Source: an optimization exercise on an open RTL-to-GDS flow (aim: small area, a short achievable clock period and few clock cycles). Production flows keep margins and buffers that such runs may drop.
The RTL was checked by simulation tests, not by an equivalence proof against the original design.

==> inputs of run a <==
Design bitmap_page_allocator_unit, start of the top module:
module bitmap_page_allocator_unit
#(
  parameter int unsigned MAX_PAGES = 4096
) (
  input  logic              clk_i,
  input  logic              rst_ni,
  input  logic              s_axis_tvalid,
  output logic              s_axis_tready,
  input  logic [31:0]       s_axis_tdata,    
  input  logic [KIND_W-1:0] s_axis_tuser,    
  output logic              m_axis_tvalid,
  input  logic              m_axis_tready,
  output logic [55:0]       m_axis_tdata,
  input  logic              psel,
  input  logic              penable,
  input  logic              pwrite,
  input  logic [APB_AW-1:0] paddr,
  input  logic [APB_DW-1:0] pwdata,
  output logic [APB_DW-1:0] prdata,
  output logic              pready
);
  localparam logic [CNT_W-1:0] LIM_MAX  = CNT_W'((MAX_PAGES > 4096) ? 4096 : MAX_PAGES);
  localparam logic [RW-1:0]    ONES     = '1;
  localparam int unsigned      NCH      = RW / 4;     
  localparam int unsigned      NW       = RWB + 2;    
  ...
export LEC_CHECK = 0
export CAP_MARGIN = 35
export CORE_MARGIN = 2
export CORE_UTILIZATION = 40
export SLEW_MARGIN = 35
create_clock -name core_clock -period 12.0 [get_ports {clk_i}]
standard.sh (not shown) runs the stock make flow with config.mk's settings and CLKGATE_MAP_FILE= SYNTH_SCRIPT=/design/flow/synth_recipe.tcl, a recipe that flattens the netlist after the stock synthesis.
==> flow/flow/run.sh <==
#!/bin/bash
set -euo pipefail
bash standard.sh SETUP_SLACK_MARGIN=7 TNS_END_PERCENT=3 \
  "CTS_ARGS=-sink_clustering_enable -repair_clock_nets -dont_use_dummy_load" \
  finish > orfs_make.log 2>&1
==> inputs of run b, as changes to run a <==
==> flow/flow/run.sh (replaced) <==
#!/bin/bash
set -euo pipefail
bash standard.sh SETUP_SLACK_MARGIN=7 TNS_END_PERCENT=3 \
  "CTS_ARGS=-sink_clustering_enable -repair_clock_nets -dont_use_dummy_load -buf_list sky130_fd_sc_hd__clkbuf_8" \
  finish > orfs_make.log 2>&1
==> inputs of run c, as changes to run a <==
--- a/flow/design.v
+++ b/flow/design.v
@@ -73,52 +73,44 @@
   input  logic [APB_DW-1:0] pwdata,
   output logic [APB_DW-1:0] prdata,
   output logic              pready
 );
   localparam logic [CNT_W-1:0] LIM_MAX  = CNT_W'((MAX_PAGES > 4096) ? 4096 : MAX_PAGES);
   localparam logic [RW-1:0]    ONES     = '1;
-  localparam int unsigned      NCH      = RW / 4;     
+  localparam int unsigned      NCH      = RW / 8;     
   localparam int unsigned      NW       = RWB + 2;    
   function automatic logic [CNT_W-1:0] sat_step(input logic [CNT_W-1:0] c,
                                                 input logic [NW-1:0] n, input logic up);
     logic [CNT_W:0] s;
     logic           dn;
     dn = ~up;
     s  = {1'b0, c} + ((CNT_W + 1)'(n) ^ {(CNT_W + 1){dn}}) + (CNT_W + 1)'(dn);
     sat_step = s[CNT_W] ? (up ? CNT_MAX : '0) : s[CNT_W-1:0];
   endfunction
-  function automatic logic [3:0] pop8(input logic [7:0] v);
-    logic [1:0] s1 [4];
-    logic [2:0] s2 [2];
-    for (int i = 0; i < 4; i++) begin
+  function automatic logic [4:0] pop16(input logic [15:0] v);
+    logic [1:0] s1 [8];
+    logic [2:0] s2 [4];
+    logic [3:0] s3 [2];
+    for (int i = 0; i < 8; i++) begin
       s1[i] = 2'(v[2*i]) + 2'(v[2*i+1]);
     end
-    for (int i = 0; i < 2; i++) begin
+    for (int i = 0; i < 4; i++) begin
       s2[i] = 3'(s1[2*i]) + 3'(s1[2*i+1]);
     end
-    pop8 = 4'(s2[0]) + 4'(s2[1]);
-  endfunction
-  function automatic logic [NW-1:0] sum_pc(input logic [4*NCH-1:0] pc);
-    logic [NW-1:0] t [NCH];
-    for (int i = 0; i < NCH; i++) begin
-      t[i] = NW'(pc[4*i +: 4]);
-    end
-    for (int w = NCH / 2; w >= 1; w = w / 2) begin
-      for (int i = 0; i < w; i++) begin
-        t[i] = t[2*i] + t[2*i+1];
-      end
+    for (int i = 0; i < 2; i++) begin
+      s3[i] = 4'(s2[2*i]) + 4'(s2[2*i+1]);
     end
-    sum_pc = t[0];
+    pop16 = 5'(s3[0]) + 5'(s3[1]);
   endfunction
-  function automatic logic [RW-1:0] prefix(input logic [RW-1:0] v);
+  function automatic logic [RW-1:0] lowest(input logic [RW-1:0] v);
     logic [RW-1:0] p;
     p = v;
     for (int d = 1; d < RW; d = d * 2) begin
       p = p | (p << d);
     end
-    prefix = p;
+    lowest = v & ~(p << 1);
   endfunction
   function automatic logic [RWB-1:0] enc(input logic [RW-1:0] v);
     logic [RWB-1:0] r;
     r = '0;
     for (int i = 0; i < RW; i++) begin
       if (v[i]) begin
@@ -140,14 +132,13 @@
   assign cfg_wr  = psel & penable & pwrite & ~paddr[2];
   assign prdata  = paddr[2] ? '0 : APB_DW'(total_q);
   assign new_lim    = (pwdata[CNT_W-1:0] > LIM_MAX) ? LIM_MAX : pwdata[CNT_W-1:0];
   assign new_lim_m1 = new_lim - CNT_W'(1);
   assign lim_lrow = lim_m1_q[IDX_W-1:RWB];
   logic             clr_q;                     
-  logic [RAW:0]     hint_row_q;
-  logic [RW-1:0]    hint_th_q;
+  logic [CNT_W-1:0] hint_q;                    
   logic [CNT_W-1:0] free_q, used_q, rsv_q;
   logic             en;                        
   logic              rdy_q, wp_q, rp_q;
   logic [1:0]        cnt_q;
   logic              p_v;
   logic [KIND_W-1:0] e0_kind_q, e1_kind_q, p_kind;
@@ -209,91 +200,90 @@
   logic [RAW:0]      r_row1_q;                 
   logic [BAW-1:0]    r_eidx_q;                 
   logic [RWB-1:0]    r_lo_q, r_hi_q;
   logic              r_alloc, r_issue, r_fin, r_load, r_last, r_l0last, r_l1last;
   logic              m_v_q, m_wait_q, m_first_q, m_last_q, m_empty_q;
   logic              m_alloc_q, m_free_q, m_set_q, m_isrun_q;     
-  logic              m_alast_q, m_eovf_q;
-  logic [RAW:0]      m_rowe_q, m_rowo_q;     
-  logic              m_elo_q, m_ehi_q, m_eoff_q, m_olo_q, m_ohi_q, m_ooff_q;
+  logic              m_l0lo_q, m_l0hi_q, m_l1hi_q, m_l1off_q, m_alast_q, m_eovf_q;
   logic [KIND_W-1:0] m_kind_q;
   logic [RAW-1:0]    m_row_q;
   logic [RAW:0]      m_row1_q;
   logic [BAW-1:0]    m_eidx_q;
   logic [RWB-1:0]    m_lo_q, m_hi_q;
   logic [RW-1:0]     d_e_q, d_o_q;
-  logic              s_odd, eq_e, eq_o, lt_e, lt_o, lt0, afirst;
+  logic [RAW:0]      hint_row;
+  logic              s_odd, eq0, eq1, lt0, lt1;
   logic              a_empty, mismatch, usurp, m_proc, a_cont, m_hold, m_done, a_any;
   logic [RW-1:0]     lo, hi, lo_hint;
+  logic              l0_lo, l0_off, l1_lo;
   logic              e_lo, e_hi, e_off, o_lo, o_hi, o_off;
   logic [RW-1:0]     mask_e, mask_o, cand_e, cand_o, chg_e, chg_o, below_e, below_o;
-  logic [RW-1:0]     sel_e, sel_o, pf_e, pf_o, oh_e, oh_o, new_e, new_o, hit_th;
+  logic [RW-1:0]     sel_e, sel_o, oh_e, oh_o, new_e, new_o;
   logic [2*RW-1:0]   chg;
   logic [RWB-1:0]    enc_e, enc_o, enc_f, enc_s;
   logic              any_e, any_o, any_f, found;
   logic [IDX_W-1:0]  hit;
   logic [RAW-1:0]    n_row;
   logic [RAW:0]      n_row1;
   logic [BAW-1:0]    n_eidx;
   logic [BAW-1:0]    re_idx, ro_idx, h_eidx;
   logic [RW-1:0]     rde, rdo, d_e_d, d_o_d;
   logic              we_e, we_o;
   logic              sel_mrow, sel_hrow;
-  assign h_eidx   = eidx(hint_row_q[RAW-1:0]);
+  assign hint_row = hint_q[IDX_W:RWB];
+  assign h_eidx   = eidx(hint_q[IDX_W-1:RWB]);
   assign s_odd    = m_row_q[0];
   assign r_alloc  = (r_kind_q == KIND_ALLOC);
   always_comb begin
-    eq_e   = (m_rowe_q == hint_row_q);
-    eq_o   = (m_rowo_q == hint_row_q);
-    lt_e   = (m_rowe_q < hint_row_q);
-    lt_o   = (m_rowo_q < hint_row_q);
-    lt0    = s_odd ? lt_o : lt_e;
-    afirst = m_alloc_q & m_first_q;
+    eq0 = ({1'b0, m_row_q} == hint_row);
+    eq1 = (m_row1_q == hint_row);
+    lt0 = ({1'b0, m_row_q} < hint_row);
+    lt1 = (m_row1_q < hint_row);
   end
   always_comb begin
     a_empty  = hint_end_q;
-    mismatch = m_v_q & ~m_wait_q & afirst & ~a_empty & ~eq_e & ~eq_o;
+    mismatch = m_v_q & ~m_wait_q & m_alloc_q & ~a_empty & m_first_q & ~eq0 & ~eq1;
     usurp    = m_v_q & (m_wait_q | mismatch);
     m_proc   = m_v_q & ~m_wait_q & ~mismatch & ~m_empty_q & ~(m_alloc_q & a_empty);
   end
   always_comb begin
-    lo      = m_alloc_q ? hint_th_q : (ONES << m_lo_q);
+    lo      = ONES << (m_alloc_q ? hint_q[RWB-1:0] : m_lo_q);
     hi      = ONES >> (RWB'(RW - 1) - m_hi_q);
-    lo_hint = hint_th_q;
-    e_lo   = m_elo_q | (afirst & eq_e);
-    e_hi   = m_ehi_q;
-    e_off  = m_eoff_q | (afirst & ~s_odd & ~eq_e);
-    o_lo   = m_olo_q | (afirst & eq_o);
-    o_hi   = m_ohi_q;
-    o_off  = m_ooff_q | (afirst & s_odd & ~eq_o);
+    lo_hint = ONES << hint_q[RWB-1:0];
+    l0_lo  = m_alloc_q ? (m_first_q & eq0) : m_l0lo_q;
+    l0_off = m_alloc_q & m_first_q & ~eq0;
+    l1_lo  = m_alloc_q & m_first_q & eq1;
+    e_lo   = s_odd ? l1_lo : l0_lo;
+    e_hi   = s_odd ? m_l1hi_q : m_l0hi_q;
+    e_off  = s_odd ? m_l1off_q : l0_off;
+    o_lo   = s_odd ? l0_lo : l1_lo;
+    o_hi   = s_odd ? m_l0hi_q : m_l1hi_q;
+    o_off  = s_odd ? l0_off : m_l1off_q;
     mask_e = e_off ? '0 : ((e_lo ? lo : ONES) & (e_hi ? hi : ONES));
     mask_o = o_off ? '0 : ((o_lo ? lo : ONES) & (o_hi ? hi : ONES));
     cand_e = ~d_e_q & mask_e;
     cand_o = ~d_o_q & mask_o;
     chg_e  = mask_e & (m_set_q ? ~d_e_q : d_e_q);
     chg_o  = mask_o & (m_set_q ? ~d_o_q : d_o_q);
     chg    = {chg_o, chg_e};
-    below_e = lt_e ? ONES : (eq_e ? ~lo_hint : '0);
-    below_o = lt_o ? ONES : (eq_o ? ~lo_hint : '0);
+    below_e = (s_odd ? lt1 : lt0) ? ONES : ((s_odd ? eq1 : eq0) ? ~lo_hint : '0);
+    below_o = (s_odd ? lt0 : lt1) ? ONES : ((s_odd ? eq0 : eq1) ? ~lo_hint : '0);
     sel_e  = m_alloc_q ? cand_e : (m_free_q ? (chg_e & below_e) : '0);
     sel_o  = m_alloc_q ? cand_o : (m_free_q ? (chg_o & below_o) : '0);
-    pf_e   = prefix(sel_e);
-    pf_o   = prefix(sel_o);
-    oh_e   = sel_e & ~(pf_e << 1);
-    oh_o   = sel_o & ~(pf_o << 1);
+    oh_e   = lowest(sel_e);
+    oh_o   = lowest(sel_o);
     any_e  = |sel_e;
     any_o  = |sel_o;
     a_any  = |{cand_e, cand_o};
     enc_e  = enc(oh_e);
     enc_o  = enc(oh_o);
     any_f  = s_odd ? any_o : any_e;
     enc_f  = s_odd ? enc_o : enc_e;
     enc_s  = s_odd ? enc_e : enc_o;
     found  = any_e | any_o;
     hit    = any_f ? {m_row_q, enc_f} : {m_row1_q[RAW-1:0], enc_s};
-    hit_th = (any_f ? s_odd : ~s_odd) ? pf_o : pf_e;
     if (m_alloc_q) begin
       new_e = d_e_q | (oh_e & {RW{~(s_odd & any_o)}});
       new_o = d_o_q | (oh_o & {RW{~(~s_odd & any_e)}});
     end else if (m_set_q) begin
       new_e = d_e_q | mask_e;
       new_o = d_o_q | mask_o;
@@ -327,14 +317,14 @@
     end
     if (sel_mrow) begin
       n_row  = m_row_q;
       n_row1 = m_row1_q;
       n_eidx = m_eidx_q;
     end else if (sel_hrow) begin
-      n_row  = hint_row_q[RAW-1:0];
-      n_row1 = {1'b0, hint_row_q[RAW-1:0]} + (RAW + 1)'(1);
+      n_row  = hint_row[RAW-1:0];
+      n_row1 = {1'b0, hint_row[RAW-1:0]} + (RAW + 1)'(1);
       n_eidx = h_eidx;
     end else begin
       n_row  = r_row_q;
       n_row1 = r_row1_q;
       n_eidx = r_eidx_q;
     end
@@ -361,21 +351,24 @@
     .raddr_i (ro_idx),
     .rdata_o (rdo)
   );
   logic              c_v_q, c_upd_q, c_done_q, c_ok_q, c_found_q;
   logic              c_alloc_q, c_fup_q, c_rsv_q;     
   logic [IDX_W-1:0]  c_page_q;
-  logic [4*NCH-1:0]  c_pc_q;
+  logic [5*NCH-1:0]  c_pc_q;
   logic [NW-1:0]     c_n;
   logic              k_v_q, k_upd_q, k_done_q, k_ok_q, k_fup_q, k_rsv_q;
   logic [IDX_W-1:0]  k_page_q;
   logic [NW-1:0]     k_n_q;
   logic [CNT_W-1:0]  free_d, used_d, rsv_d, k_oth, k_free, k_othn;
   logic              push;
   always_comb begin
-    c_n = sum_pc(c_pc_q);
+    c_n = '0;
+    for (int k = 0; k < NCH; k++) begin
+      c_n = c_n + NW'(c_pc_q[5*k +: 5]);
+    end
     if (c_alloc_q) begin
       c_n = NW'(c_found_q);
     end
   end
   always_comb begin
     k_oth  = k_rsv_q ? rsv_q : used_q;
@@ -417,29 +410,21 @@
         r_hi_q    <= p_last[RWB-1:0];
         r_first_q <= 1'b1;
       end
       d_e_q    <= d_e_d;
       d_o_q    <= d_o_d;
       m_eovf_q <= (n_row == RAW'(NROWS - 1));
-      m_rowe_q <= n_row[0] ? n_row1 : {1'b0, n_row};
-      m_rowo_q <= n_row[0] ? {1'b0, n_row} : n_row1;
       if (usurp || r_alloc) begin
-        m_elo_q   <= 1'b0;
-        m_olo_q   <= 1'b0;
-        m_ehi_q   <= (n_row[0] ? n_row1 : {1'b0, n_row}) == {1'b0, lim_lrow};
-        m_ohi_q   <= (n_row[0] ? {1'b0, n_row} : n_row1) == {1'b0, lim_lrow};
-        m_eoff_q  <= (n_row[0] ? n_row1 : {1'b0, n_row}) > {1'b0, lim_lrow};
-        m_ooff_q  <= (n_row[0] ? {1'b0, n_row} : n_row1) > {1'b0, lim_lrow};
+        m_l0hi_q  <= (n_row == lim_lrow);
+        m_l1hi_q  <= (n_row1 == {1'b0, lim_lrow});
+        m_l1off_q <= (n_row1 > {1'b0, lim_lrow});
         m_alast_q <= (n_row1 >= {1'b0, lim_lrow});
       end else begin
-        m_elo_q   <= ~n_row[0] & r_first_q;
-        m_olo_q   <= n_row[0] & r_first_q;
-        m_ehi_q   <= n_row[0] ? r_l1last : r_l0last;
-        m_ohi_q   <= n_row[0] ? r_l0last : r_l1last;
-        m_eoff_q  <= n_row[0] & r_l0last;
-        m_ooff_q  <= ~n_row[0] & r_l0last;
+        m_l0hi_q  <= r_l0last;
+        m_l1hi_q  <= r_l1last;
+        m_l1off_q <= r_l0last;
         m_alast_q <= 1'b0;
       end
       if (m_hold || r_issue) begin
         if (a_cont) begin
           m_row_q  <= m_row_q + RAW'(2);
           m_row1_q <= m_row1_q + (RAW + 1)'(2);
@@ -457,12 +442,13 @@
           m_set_q     <= (r_kind_q == KIND_LOCK) || (r_kind_q == KIND_RESERVE);
           m_isrun_q   <= (r_kind_q == KIND_FREE) || (r_kind_q == KIND_LOCK) ||
                        (r_kind_q == KIND_RESERVE) || (r_kind_q == KIND_UNRESERVE);
           m_empty_q <= r_empty_q;
           m_first_q <= r_first_q;
           m_last_q  <= r_last;
+          m_l0lo_q  <= r_first_q;
           m_lo_q    <= r_lo_q;
           m_hi_q    <= r_alloc ? lim_m1_q[RWB-1:0] : r_hi_q;
         end
       end
       c_upd_q   <= m_proc;
       c_done_q  <= m_done;
@@ -470,13 +456,13 @@
       c_fup_q   <= (m_kind_q == KIND_FREE) || (m_kind_q == KIND_UNRESERVE);
       c_rsv_q   <= (m_kind_q == KIND_RESERVE) || (m_kind_q == KIND_UNRESERVE);
       c_found_q <= found;
       c_ok_q    <= m_alloc_q ? (m_proc & found) : m_isrun_q;
       c_page_q  <= (m_alloc_q && m_proc && found) ? hit : '0;
       for (int k = 0; k < NCH; k++) begin
-        c_pc_q[4*k +: 4] <= pop8(chg[8*k +: 8]);
+        c_pc_q[5*k +: 5] <= pop16(chg[16*k +: 16]);
       end
       k_upd_q  <= c_v_q & c_upd_q;
       k_done_q <= c_done_q;
       k_ok_q   <= c_ok_q;
       k_fup_q  <= c_fup_q;
       k_rsv_q  <= c_rsv_q;
@@ -487,14 +473,13 @@
   always_ff @(posedge clk_i or negedge rst_ni) begin
     if (!rst_ni) begin
       clr_q      <= 1'b1;
       total_q    <= CNT_W'(TOTAL_RST);
       lim_q      <= LIM_MAX;
       lim_m1_q   <= IDX_W'(LIM_MAX - 1);
-      hint_row_q   <= '0;
-      hint_th_q  <= ONES;
+      hint_q     <= '0;
       hint_end_q <= (LIM_MAX == '0);
       free_q     <= LIM_MAX;
       used_q     <= '0;
       rsv_q      <= '0;
       r_v_q      <= 1'b0;
       m_v_q      <= 1'b0;
@@ -505,30 +490,30 @@
     end else begin
       clr_q <= cfg_wr;
       if (cfg_wr) begin
         total_q    <= pwdata[CNT_W-1:0];
         lim_q      <= new_lim;
         lim_m1_q   <= new_lim_m1[IDX_W-1:0];
-        hint_row_q   <= '0;
-        hint_th_q  <= ONES;
+        hint_q     <= '0;
         hint_end_q <= (new_lim == '0);
         free_q     <= new_lim;
         used_q     <= '0;
         rsv_q      <= '0;
       end else if (en) begin
         free_q <= free_d;
         used_q <= used_d;
         rsv_q  <= rsv_d;
-        if (m_proc && (m_alloc_q || m_free_q) && found) begin
-          hint_row_q   <= any_f ? {1'b0, m_row_q} : m_row1_q;
-          hint_th_q  <= hit_th;
+        if (m_proc && m_alloc_q && found) begin
+          hint_q     <= {1'b0, hit};
           hint_end_q <= 1'b0;
         end else if (m_proc && m_alloc_q && m_alast_q) begin
-          hint_row_q   <= lim_q[IDX_W:RWB];
-          hint_th_q  <= ONES << lim_q[RWB-1:0];
+          hint_q     <= lim_q;
           hint_end_q <= 1'b1;
+        end else if (m_proc && m_free_q && found) begin
+          hint_q     <= {1'b0, hit};
+          hint_end_q <= 1'b0;
         end
       end
       if (en) begin
         if (r_load) begin
           r_v_q <= 1'b1;
         end else if (r_fin) begin
==> flow/flow/run.sh (replaced) <==
#!/bin/bash
set -euo pipefail
bash standard.sh SETUP_SLACK_MARGIN=7 TNS_END_PERCENT=3 \
  "CTS_ARGS=-sink_clustering_enable -repair_clock_nets -dont_use_dummy_load -buf_list sky130_fd_sc_hd__clkbuf_8" \
  finish > orfs_make.log 2>&1
==> results.yml <==
floorplan:
  start_util_pct: 40.2
clocking:
  cts_made_buffers: 747
  htreeDepth: 6
outcome:
  status: "finished clean"
timing:
  whs_ps: 376
critical_path:
  critical-path-max-stage-delay_ps: 830
synthesis:
  netlist_top_cells_area: "edfxtp_1 65%, nand2_1 6.5%, nand3_1 3.1%"
-- figures above: run b

==> results.yml <==
timing:
  whs_ps: 378
critical_path:
  critical-path-max-stage-delay_ps: 610
  r2r_start: "m_row1_q[5]"
synthesis:
  netlist_top_cells_area: "edfxtp_1 65%, nand2_1 8.2%, a311oi_1 3.3%"
  netlist_area_um2: 207000
  avgSynthCellArea_um2: 11.9
floorplan:
  start_util_pct: 40.1
clocking:
  cts_hold_buf: 0
  htreeDepth: 6
global_routing:
  grt_use_total_pct: 27.2
outcome:
  status: "finished clean"
-- figures above: run c

==> results.yml <==
floorplan:
  start_util_pct: 40.2
outcome:
  status: "finished clean"
clocking:
  htreeDepth: 5
  cts_made_buffers: 468
critical_path:
  critical-path-max-stage-delay_ps: 500
-- figures above: run a

Testbench counts of run a, summed over its fixed seeds: cycles 5,967.
Testbench counts of run b, summed over its fixed seeds: cycles 5,967.
Testbench counts of run c, summed over its fixed seeds: cycles 5,967.

[separate check: timing with driven ports]
The flow's constraints put no driver on any port. The routed layouts listed below were extracted and timed again, unchanged, in two steps.
Step 1: set_driving_cell puts a clkbuf_16 on clk_i and a buf_2 on each other input, an assumption about the parent block.
Step 2 also shifts input and output timing later by t, the mid clock arrival at the registers, as if the neighbouring blocks saw the same clock.
a / b / c = ideal ports / drivers / drivers and shift; a / b = the first two.
run | t, ns | slack for setup (ns) | cell pins on the clock port's net
run a | 1.163 | 6.014 / 6.014 / 5.167 | 1
run b | 1.416 | 6.090 / 6.090 / 5.348 | 1
run c | 1.349 | 6.062 / 6.062 / 4.944 | 1
After both steps setup and hold are still met in every run listed. For run c, which loses most, drivers alone change the setup slack by 0.000 ns; drivers and shift together by -1.118 ns.
